From an optimization exercise on the open Yosys and OpenROAD flow, aimed at a short achievable clock period and few clock cycles; shortcuts taken in it are not production practice. At most, simulation tests tie the RTL to the original design; equivalence was not proved. Power is estimated from default activity; no workload was simulated.

==> flow/design.v (excerpt) <==
module risc8_core
(
	input  logic    clk,
	input  logic    reset,
	output risc8_pkg::pc_t     pc,
	input  risc8_pkg::opcode_t cdata,
	output risc8_pkg::addr_t   data_addr,
	output logic    data_wen,
	output risc8_pkg::byte_t   data_write
);
For scale: about 2,600 cells after synthesis, roughly 730 flip-flops, roughly 59 I/O pins, ~34,000 µm² of cells after synthesis.
Settings: LEC_CHECK=0, ABC_CLOCK_PERIOD_IN_PS=2500, CAP_MARGIN=20, CORE_MARGIN=2, CORE_UTILIZATION=40, SLEW_MARGIN=20; clock period 9.0 ns.
standard.sh (not shown) runs the stock make flow with config.mk's settings and CLKGATE_MAP_FILE= SYNTH_SCRIPT=/design/flow/synth_recipe.tcl, a recipe that flattens the netlist after the stock synthesis.
==> flow/flow/run.sh <==
#!/bin/bash
# The standard layout, with the timing repair steps asked to leave
# extra setup slack so that they keep working below the design's period
export SETUP_SLACK_MARGIN=6.5
bash standard.sh > standard.log 2>&1
Testbench counts at the start, summed over its fixed seeds: cycles 20,583.
Change:
--- a/flow/design.v
+++ b/flow/design.v
@@ -197,17 +197,17 @@
 	logic e_br_clr;
 	logic e_br_short;
 	logic [1:0] e_br_off;
 	risc8_pkg::pc_t e_target;
 	risc8_pkg::flags_t sreg;
 	logic e_hit;
 	risc8_pkg::opcode_t e_tw0;
 	risc8_pkg::opcode_t e_tw1;
-	localparam int HIST = 16;
+	localparam int HIST = 12;
 	risc8_pkg::opcode_t hist [HIST];
 	logic [4:0] hist_cnt;
 	logic inj1;
 	risc8_pkg::opcode_t inj_w;
 	logic w_store;
 	risc8_pkg::reg_sel_t w_dst;
 	risc8_pkg::byte_t w_res;
 	logic is_alu;
@@ -390,17 +390,17 @@
 		e_tw1 <= hist[hidx[3:0] - 4'd1];
 		e_sub <= op_sub;
 		e_and <= op_and;
 		e_or <= op_or;
 		e_eor <= op_eor;
 		e_mov <= op_mov;
 		e_carry <= use_carry;
 		e_dst <= sel_a;
-		e_addr <= is_out ? {ir[10], ~ir[10], ir[9], ir[3:0]} : 7'd0;
+		e_addr <= {ir[10], ~ir[10], ir[9], ir[3:0]};
 		e_wd <= is_out ? ((e_store && e_dst == sel_a) ? alu_res : (w_store && w_dst == sel_a) ? w_res : rf_a) : 8'h00;
 		e_br_sel <= ir[2:0];
 		e_br_clr <= ir[10];
 		e_br_short <= ~ir[9] & (ir[8:5] == 4'd0);
 		e_br_off <= ir[4:3];
 		e_target <= br_target;
 		w_dst <= e_dst;
 		w_res <= alu_res;
Effect: The changed run passed the timing, design-rule and antenna checks. Cell area came out lower by 12%. Worst hold slack barely changes. Clock-buffer cell count came out lower by 15. Routed wire length came out lower by about 13%. Synthesized cell count came out lower by about 11%.
The RTL of the second run of this note was laid out without a check of its function.

========
Setup of run E:
risc8_core, a different RTL version from the one above (not shown whole).
Size in the first run: ~2200 cells after synthesis, about 59 I/O pins, roughly 30000 sq um of cells after synthesis.
==> module risc8_core, before the edit <==
module risc8_core
(
	input  logic    clk,
	input  logic    reset,
	output risc8_pkg::pc_t     pc,
	input  risc8_pkg::opcode_t cdata,
	output risc8_pkg::addr_t   data_addr,
	output logic    data_wen,
	output risc8_pkg::byte_t   data_write
);
	risc8_pkg::pc_t fpc;
	logic s1_v;
	logic halt;
	risc8_pkg::opcode_t ir;
	logic ir_v;
	risc8_pkg::pc_t ir_pc1;
	logic [1:0] skip;
	logic e_sub;
	logic e_and;
	logic e_or;
	logic e_eor;
	logic e_mov;
	logic e_carry;
	logic e_store;
	logic e_setf;
	logic e_out;
	risc8_pkg::reg_sel_t e_dst;
	risc8_pkg::byte_t e_a;
	risc8_pkg::byte_t e_b;
	logic [5:0] e_io;
	logic e_br;
	logic [2:0] e_br_sel;
	logic e_br_clr;
	logic e_br_short;
	logic [1:0] e_br_off;
	risc8_pkg::pc_t e_target;
	risc8_pkg::flags_t sreg;
	logic e_hit;
	risc8_pkg::opcode_t e_tw0;
	risc8_pkg::opcode_t e_tw1;
	localparam int HIST = 12;
	risc8_pkg::opcode_t hist [HIST];
	logic [4:0] hist_cnt;
	logic inj1;
	risc8_pkg::opcode_t inj_w;
	logic w_store;
	risc8_pkg::reg_sel_t w_dst;
	risc8_pkg::byte_t w_res;
	logic is_alu;
	logic is_imm;
	logic is_rjmp;
	logic is_br;
	logic is_out;
	logic op_sub;
	logic op_and;
	logic op_or;
	logic op_eor;
	logic op_mov;
	logic use_carry;
	logic store;
	logic set_flags;
	risc8_pkg::reg_sel_t sel_a;
	risc8_pkg::reg_sel_t sel_b;
	risc8_pkg::byte_t rf_a;
	risc8_pkg::byte_t rf_b;
	risc8_pkg::byte_t alu_res;
	risc8_pkg::flags_t alu_flags;
	logic taken;
	logic e_jump;
	logic e_redirect;
	logic e_annul;
	logic kill_d;
	logic e_inject;
	logic [6:0] hidx;
	logic d_hit;
	logic d_v;
	risc8_pkg::pc_t offset;
	risc8_pkg::pc_t target;
	risc8_pkg::pc_t br_target;
	logic jump;
	logic short_jump;
	logic redirect;
	logic self_jump;
	risc8_decode decode (
		.ir(ir),
		.is_alu(is_alu),
		.is_imm(is_imm),
		.is_rjmp(is_rjmp),
		.is_br(is_br),
		.is_out(is_out),
		.op_sub(op_sub),
		.op_and(op_and),
		.op_or(op_or),
		.op_eor(op_eor),
		.op_mov(op_mov),
		.use_carry(use_carry),
		.store(store),
		.set_flags(set_flags),
		.sel_a(sel_a),
		.sel_b(sel_b)
	);
	risc8_regs regs (
		.clk(clk),
		.sel_a(sel_a),
		.sel_b(sel_b),
		.reg_a(rf_a),
		.reg_b(rf_b),
		.wr_sel(w_dst),
		.wr_data(w_res),
		.wr_en(w_store)
	);
	risc8_alu alu (
		.op_sub(e_sub),
		.op_and(e_and),
		.op_or(e_or),
		.op_eor(e_eor),
		.op_mov(e_mov),
		.use_carry(e_carry),
		.a(e_a),
		.b(e_b),
		.flags_in(sreg),
		.result(alu_res),
		.flags_out(alu_flags)
	);
	risc8_execute cond (
		.flags(sreg),
		.sel(e_br_sel),
		.clr(e_br_clr),
		.taken(taken)
	);
	assign e_jump = e_br & taken;
	assign e_annul = e_jump & e_br_short & (e_br_off != 2'd0);
	assign e_redirect = e_jump & ~e_br_short;
	assign e_inject = e_redirect & e_hit;
	assign kill_d = (skip != 2'd0) | e_annul | e_redirect;
	assign d_v = ir_v & ~kill_d;
	assign offset = {{4{ir[11]}}, ir[11:0]};
	assign target = ir_pc1 + offset;
	assign br_target = ir_pc1 + {{9{ir[9]}}, ir[9:3]};
	assign jump = d_v & is_rjmp;
	assign short_jump = (offset[15:2] == 14'd0) & (offset[1:0] != 2'd3);
	assign redirect = e_redirect | (jump & ~short_jump);
	assign hidx = ~ir[9:3] - 7'd1;
	assign d_hit = ir[9] && hidx >= 7'd1 && hidx < 7'(HIST) && hidx < 7'(hist_cnt);
	assign self_jump = d_v & is_rjmp & (ir[11:0] == 12'hfff);
	assign pc = fpc;
	assign data_wen = e_out;
	assign data_write = e_a;
	assign data_addr = {9'd0, e_io[5], ~e_io[5], e_io[4:0]};
	always_ff @(posedge clk) begin
		if (reset) begin
			fpc <= '0;
			s1_v <= 1'b0;
			inj1 <= 1'b0;
			hist_cnt <= 5'd0;
			halt <= 1'b0;
			ir_v <= 1'b0;
			skip <= 2'd0;
			e_store <= 1'b0;
			w_store <= 1'b0;
			e_setf <= 1'b0;
			e_out <= 1'b0;
			e_br <= 1'b0;
			sreg <= '0;
		end else begin
			if (halt)
				fpc <= fpc;
			else if (e_inject)
				fpc <= e_target + 16'd2;
			else if (e_redirect)
				fpc <= e_target;
			else if (redirect)
				fpc <= target;
			else
				fpc <= fpc + 16'd1;
			s1_v <= ~redirect & ~halt;
			halt <= halt | self_jump;
			ir_v <= e_inject | ((s1_v | inj1) & ~redirect & ~halt);
			inj1 <= e_inject;
			if (redirect)
				hist_cnt <= 5'd0;
			else if (ir_v && hist_cnt != 5'(HIST))
				hist_cnt <= hist_cnt + 5'd1;
			if (e_annul)
				skip <= e_br_off - 2'(ir_v);
			else if (jump & short_jump)
				skip <= offset[1:0];
			else if (ir_v && skip != 2'd0)
				skip <= skip - 2'd1;
			e_br <= d_v & is_br;
			e_store <= d_v & is_alu & store;
			w_store <= e_store;
			e_setf <= d_v & set_flags;
			e_out <= d_v & is_out;
			if (e_setf)
				sreg <= alu_flags;
		end
	end
	always_ff @(posedge clk) begin
		if (e_inject) begin
			ir <= e_tw0;
			ir_pc1 <= e_target + 16'd1;
		end else begin
			ir <= inj1 ? inj_w : cdata;
			ir_pc1 <= fpc;
		end
		inj_w <= e_tw1;
		if (ir_v) begin
			hist[0] <= ir;
			for (int i = 1; i < HIST; i++)
				hist[i] <= hist[i-1];
		end
		e_hit <= d_hit;
		e_tw0 <= hist[hidx[3:0]];
		e_tw1 <= hist[hidx[3:0] - 4'd1];
		e_sub <= op_sub;
		e_and <= op_and;
		e_or <= op_or;
		e_eor <= op_eor;
		e_mov <= op_mov;
		e_carry <= use_carry;
		e_dst <= sel_a;
		e_io <= {ir[10:9], ir[3:0]};
		e_br_sel <= ir[2:0];
		e_br_clr <= ir[10];
		e_br_short <= ~ir[9] & (ir[8:5] == 4'd0);
		e_br_off <= ir[4:3];
		e_target <= br_target;
		w_dst <= e_dst;
		w_res <= alu_res;
		if (e_store && e_dst == sel_a)
			e_a <= alu_res;
		else if (w_store && w_dst == sel_a)
			e_a <= w_res;
		else
			e_a <= rf_a;
		if (is_imm)
			e_b <= {ir[11:8], ir[3:0]};
		else if (e_store && e_dst == sel_b)
			e_b <= alu_res;
		else if (w_store && w_dst == sel_b)
			e_b <= w_res;
		else
			e_b <= rf_b;
	end
endmodule
==> flow/config.mk <==
export PLATFORM = sky130hd
export DESIGN_NAME = risc8_core
export DESIGN_NICKNAME = risc8_core
export VERILOG_FILES = /design/flow/design.v
export SDC_FILE = /design/flow/constraint.sdc
export NUM_CORES = 4
export LEC_CHECK = 0
export ABC_CLOCK_PERIOD_IN_PS = 2500
export CAP_MARGIN = 20
export CORE_MARGIN = 2
export CORE_UTILIZATION = 40
export SLEW_MARGIN = 20
==> flow/constraint.sdc <==
create_clock -name core_clock -period 9.0 [get_ports {clk}]
set_input_delay 1.8000 -clock core_clock [delete_from_list [all_inputs] [get_ports {clk}]]
set_output_delay 1.8000 -clock core_clock [all_outputs]
set_load 0.01 [all_outputs]
Scripts as last shown in full above: flow/flow/run.sh
Testbench counts of run E, summed over its fixed seeds: cycles 20,637.
What run B does differently from run E at the input level:
--- a/flow/design.v
+++ b/flow/design.v
@@ -172,4 +172,5 @@
 );
 	risc8_pkg::pc_t fpc;
+	risc8_pkg::pc_t pc_q;
 	logic s1_v;
 	logic halt;
@@ -190,5 +191,6 @@
 	risc8_pkg::byte_t e_a;
 	risc8_pkg::byte_t e_b;
-	logic [5:0] e_io;
+	logic [6:0] e_addr;
+	risc8_pkg::byte_t e_wd;
 	logic e_br;
 	logic [2:0] e_br_sel;
@@ -306,11 +308,12 @@
 	assign d_hit = ir[9] && hidx >= 7'd1 && hidx < 7'(HIST) && hidx < 7'(hist_cnt);
 	assign self_jump = d_v & is_rjmp & (ir[11:0] == 12'hfff);
-	assign pc = fpc;
+	assign pc = pc_q;
 	assign data_wen = e_out;
-	assign data_write = e_a;
-	assign data_addr = {9'd0, e_io[5], ~e_io[5], e_io[4:0]};
+	assign data_write = e_wd;
+	assign data_addr = {9'd0, e_addr};
 	always_ff @(posedge clk) begin
 		if (reset) begin
 			fpc <= '0;
+			pc_q <= '0;
 			s1_v <= 1'b0;
 			inj1 <= 1'b0;
@@ -336,4 +339,14 @@
 			else
 				fpc <= fpc + 16'd1;
+			if (halt)
+				pc_q <= pc_q;
+			else if (e_inject)
+				pc_q <= e_target + 16'd2;
+			else if (e_redirect)
+				pc_q <= e_target;
+			else if (redirect)
+				pc_q <= target;
+			else
+				pc_q <= pc_q + 16'd1;
 			s1_v <= ~redirect & ~halt;
 			halt <= halt | self_jump;
@@ -383,5 +396,6 @@
 		e_carry <= use_carry;
 		e_dst <= sel_a;
-		e_io <= {ir[10:9], ir[3:0]};
+		e_addr <= is_out ? {ir[10], ~ir[10], ir[9], ir[3:0]} : 7'd0;
+		e_wd <= is_out ? ((e_store && e_dst == sel_a) ? alu_res : (w_store && w_dst == sel_a) ? w_res : rf_a) : 8'h00;
 		e_br_sel <= ir[2:0];
 		e_br_clr <= ir[10];
--- outcome ---
In the metrics for run E and run B, the one carrying the lower pin count of the biggest net entering global routing is run E. Utilization is lower on run E. | worst hold slack | run E vs run B | ≈ equal |. Diff run E -> run B: total power higher, layout buffer count excluding clock buffers higher, first-iteration DRC count higher. The clock power share in run B was lower than what run E gave. On first-pass GRT wire length, run E beats run B.
Testbench counts of run B, summed over its fixed seeds: cycles 20,637.

==> what the ideal ports hide <==
Ports are ideal in the flow. The routed layouts listed here were re-timed in OpenROAD.
Step 1, drivers: a clkbuf_16 drives clk and a buf_2 each remaining input, both assumed.
Step 2 moves the port delays by t, midway between the first and last clock arrival at a register: inputs arrive t later, outputs are due t later. That takes back most of the time a late clock gives input paths.
Three values: ideal ports, drivers, drivers and shift; two values: the first two.
run | t (ns) | setup WS [ns] | worst setup path at the end
the first run of note 1 | 0.685 | 6.094 / 6.029 / 5.861 | input to register
the second run of note 1 | 0.680 | 6.099 / 6.034 / 5.692 | input to register
run E | 0.677 | 6.081 / 6.017 / 5.783 | input to register
run B | 0.678 | 6.107 / 6.041 / 5.886 | input to register
After both steps setup and hold are still met in every run listed. The setup slack of the second run of note 1, which loses most, moves by -0.065 ns with the drivers and by -0.407 ns with both steps.
